This is an optimization exercise on Yosys and OpenROAD, whose aim is small area and a short achievable clock period, not a production implementation.
In this exercise RTL edits were held to simulation tests only and were not proved equivalent to the original.

==> flow/design.v (excerpt) <==
module fft16_pt #(
  parameter int DW = 24,
  parameter int TW = 14,
  parameter int IW = 16
) (
  input  logic                 clk,
  input  logic                 rst,
  input  logic signed [IW-1:0] din_r,
  input  logic signed [IW-1:0] din_i,
  output logic signed [DW-1:0] x1_r,
  output logic signed [DW-1:0] x1_c,
  output logic signed [DW-1:0] x2_r,
  output logic signed [DW-1:0] x2_c,
  output logic signed [DW-1:0] y1_r,
  output logic signed [DW-1:0] y1_c,
  output logic signed [DW-1:0] y2_r,
  output logic signed [DW-1:0] y2_c,
  output logic signed [TW-1:0] ra1_r,
  output logic signed [TW-1:0] ra1_c,
  output logic signed [DW-1:0] z1_r,
  output logic signed [DW-1:0] z1_c,
  output logic signed [DW-1:0] z2_r,
  output logic signed [DW-1:0] z2_c
);
Size in the first run: about 1,100 flip-flops, about 0.050 mm2 of cells after synthesis.
export LEC_CHECK = 0
export CAP_MARGIN = 20
export CORE_MARGIN = 2
export CORE_UTILIZATION = 60
export CTS_CLUSTER_DIAMETER = 100
export CTS_CLUSTER_SIZE = 24
export SLEW_MARGIN = 20
create_clock -name core_clock -period 15.0 [get_ports {clk}]
standard.sh (not shown) runs the stock make flow with config.mk's settings and CLKGATE_MAP_FILE= SYNTH_SCRIPT=/design/flow/synth_recipe.tcl, a recipe that flattens the netlist after the stock synthesis.
==> flow/flow/run.sh <==
#!/bin/bash
set -euo pipefail
bash standard.sh synth > synth.log 2>&1
bash standard.sh SETUP_SLACK_MARGIN=10.2 "BUFFER_PORTS_ARGS=-buffer_cell sky130_fd_sc_hd__buf_1" finish > layout.log 2>&1
Edit:
==> flow/flow/run.sh (replaced) <==
#!/bin/bash
set -euo pipefail
bash standard.sh synth > synth.log 2>&1
bash standard.sh SETUP_SLACK_MARGIN=10.4 "BUFFER_PORTS_ARGS=-buffer_cell sky130_fd_sc_hd__buf_1" finish > layout.log 2>&1
Settings changed: CTS_CLUSTER_SIZE 24 to 27, PLACE_DENSITY set to 0.68.
The new run finished clean.
Clock skew came out higher by 21 ps.
Design area is higher by about 0.7%.
Via count grows by 0.97%.
Setup slack improves by 290 ps.
Die area stays the same.
Routed wire length came out higher by 0.43%.
Fmax climbs by 6.4%.
Global-route usage grows by 0.15 points.
Count of clock-buffer cells in the layout went down by 6.
Final cell count stays flat.
Edit:
Settings changed: CORE_UTILIZATION 60 to 70, CTS_CLUSTER_SIZE 27 to 24, PLACE_DENSITY 0.68 to unset.
Outcome:
- The new run produced a clean layout
- fmax decreases by 3.6%
- clock skew went down by 12 ps
- synthesized area is unchanged
- synthesized cell count is unchanged
Edit:
==> flow/flow/run.sh (replaced) <==
#!/bin/bash
set -euo pipefail
bash standard.sh synth > synth.log 2>&1
bash standard.sh SETUP_SLACK_MARGIN=10.3 "BUFFER_PORTS_ARGS=-buffer_cell sky130_fd_sc_hd__buf_1" finish > layout.log 2>&1
Settings changed: CORE_UTILIZATION 70 to 60, CTS_CLUSTER_SIZE 24 to 27, PLACE_DENSITY set to 0.68.
What happened: The changed run completed without violations. Wire length falls by 1.4%. First-iteration DRC count decreases by 29%. Worst setup slack gains 180 ps. Core utilization decreases by 11 points. Non-clock buffer count went down by 6. Area after synthesis is unchanged. Worst hold slack loses 20 ps. Design area hardly moves.


fft16_pt again, from the RTL that the note above started with.
==> flow/config.mk <==
export PLATFORM = sky130hd
export DESIGN_NAME = fft16_pt
export DESIGN_NICKNAME = fft16_pt
export VERILOG_FILES = /design/flow/design.v
export SDC_FILE = /design/flow/constraint.sdc
export NUM_CORES = 4
export LEC_CHECK = 0
export CAP_MARGIN = 20
export CORE_MARGIN = 2
export CORE_UTILIZATION = 60
export CTS_CLUSTER_DIAMETER = 100
export CTS_CLUSTER_SIZE = 24
export SLEW_MARGIN = 20
==> flow/constraint.sdc <==
create_clock -name core_clock -period 15.0 [get_ports {clk}]
set_input_delay 3.0000 -clock core_clock [delete_from_list [all_inputs] [get_ports {clk}]]
set_output_delay 3.0000 -clock core_clock [all_outputs]
set_load 0.01 [all_outputs]
==> flow/flow/run.sh <==
#!/bin/bash
set -euo pipefail
bash standard.sh synth > synth.log 2>&1
bash standard.sh SETUP_SLACK_MARGIN=10.4 "BUFFER_PORTS_ARGS=-buffer_cell sky130_fd_sc_hd__buf_1" finish > layout.log 2>&1
==> next run, changes <==
==> flow/flow/run.sh (replaced) <==
#!/bin/bash
set -euo pipefail
bash standard.sh synth > synth.log 2>&1
bash standard.sh SETUP_SLACK_MARGIN=10.3 "BUFFER_PORTS_ARGS=-buffer_cell sky130_fd_sc_hd__buf_1" finish > layout.log 2>&1
--- a/flow/config.mk
+++ b/flow/config.mk
@@ -11,3 +11,4 @@
 export CTS_CLUSTER_DIAMETER = 100
-export CTS_CLUSTER_SIZE = 24
+export CTS_CLUSTER_SIZE = 27
+export PLACE_DENSITY = 0.75
 export SLEW_MARGIN = 20
Via count came out higher by 1.6%.
Routed wire length falls by 1.0%.
Setup slack is worse by 53 ps.
==> next run, changes <==
--- a/flow/config.mk
+++ b/flow/config.mk
@@ -12,3 +12,2 @@
 export CTS_CLUSTER_SIZE = 27
-export PLACE_DENSITY = 0.75
 export SLEW_MARGIN = 20
- routed wire length barely changes
- setup slack gains 72 ps
- clock-buffer cell count fell by 2
- via count went down by 2.6%
- design area drops by 0.41%

==> re-timing with driven ports <==
In the flow no input, the clock included, has a driving cell. The finished layouts below were timed again as built, in two steps. Step 1 assumes that a clkbuf_16 drives the clock port and a buf_2 every other input. Step 2 moves the port delays by t, midway between the first and last clock arrival at a register: inputs arrive t later, outputs are due t later. That takes back most of the time a late clock gives input paths. a / b / c = no drivers / after step 1 / after step 2; a / b = the first two.
run | t (ns) | slack for setup (ns) | slew at the worst register clock pin (ns) | worst data-port slew with drivers (ns) | cell pins on the clock port's net
the first run of note 1 | 0.742 | 10.144 / 10.144 / 9.699 | 0.10 / 0.10 | 0.09 | 1
the second run of note 1 | 0.729 | 10.434 / 10.462 / 9.753 | 0.12 / 0.12 | 0.10 | 1
the third run of note 1 | 0.746 | 10.263 / 10.263 / 9.854 | 0.11 / 0.11 | 0.10 | 1
the fourth run of note 1 | 0.726 | 10.443 / 10.485 / 9.766 | 0.11 / 0.11 | 0.10 | 1
the first run of note 2 | 0.744 | 10.331 / 10.331 / 9.872 | 0.10 / 0.10 | 0.09 | 1
the second run of note 2 | 0.740 | 10.278 / 10.278 / 9.966 | 0.11 / 0.11 | 0.16 | 1
the third run of note 2 | 0.736 | 10.350 / 10.350 / 9.666 | 0.11 / 0.11 | 0.10 | 1
After both steps setup and hold are still met in every run listed. For the third run of note 2, which loses most, drivers alone change the setup slack by 0.000 ns; drivers and shift together by -0.684 ns.
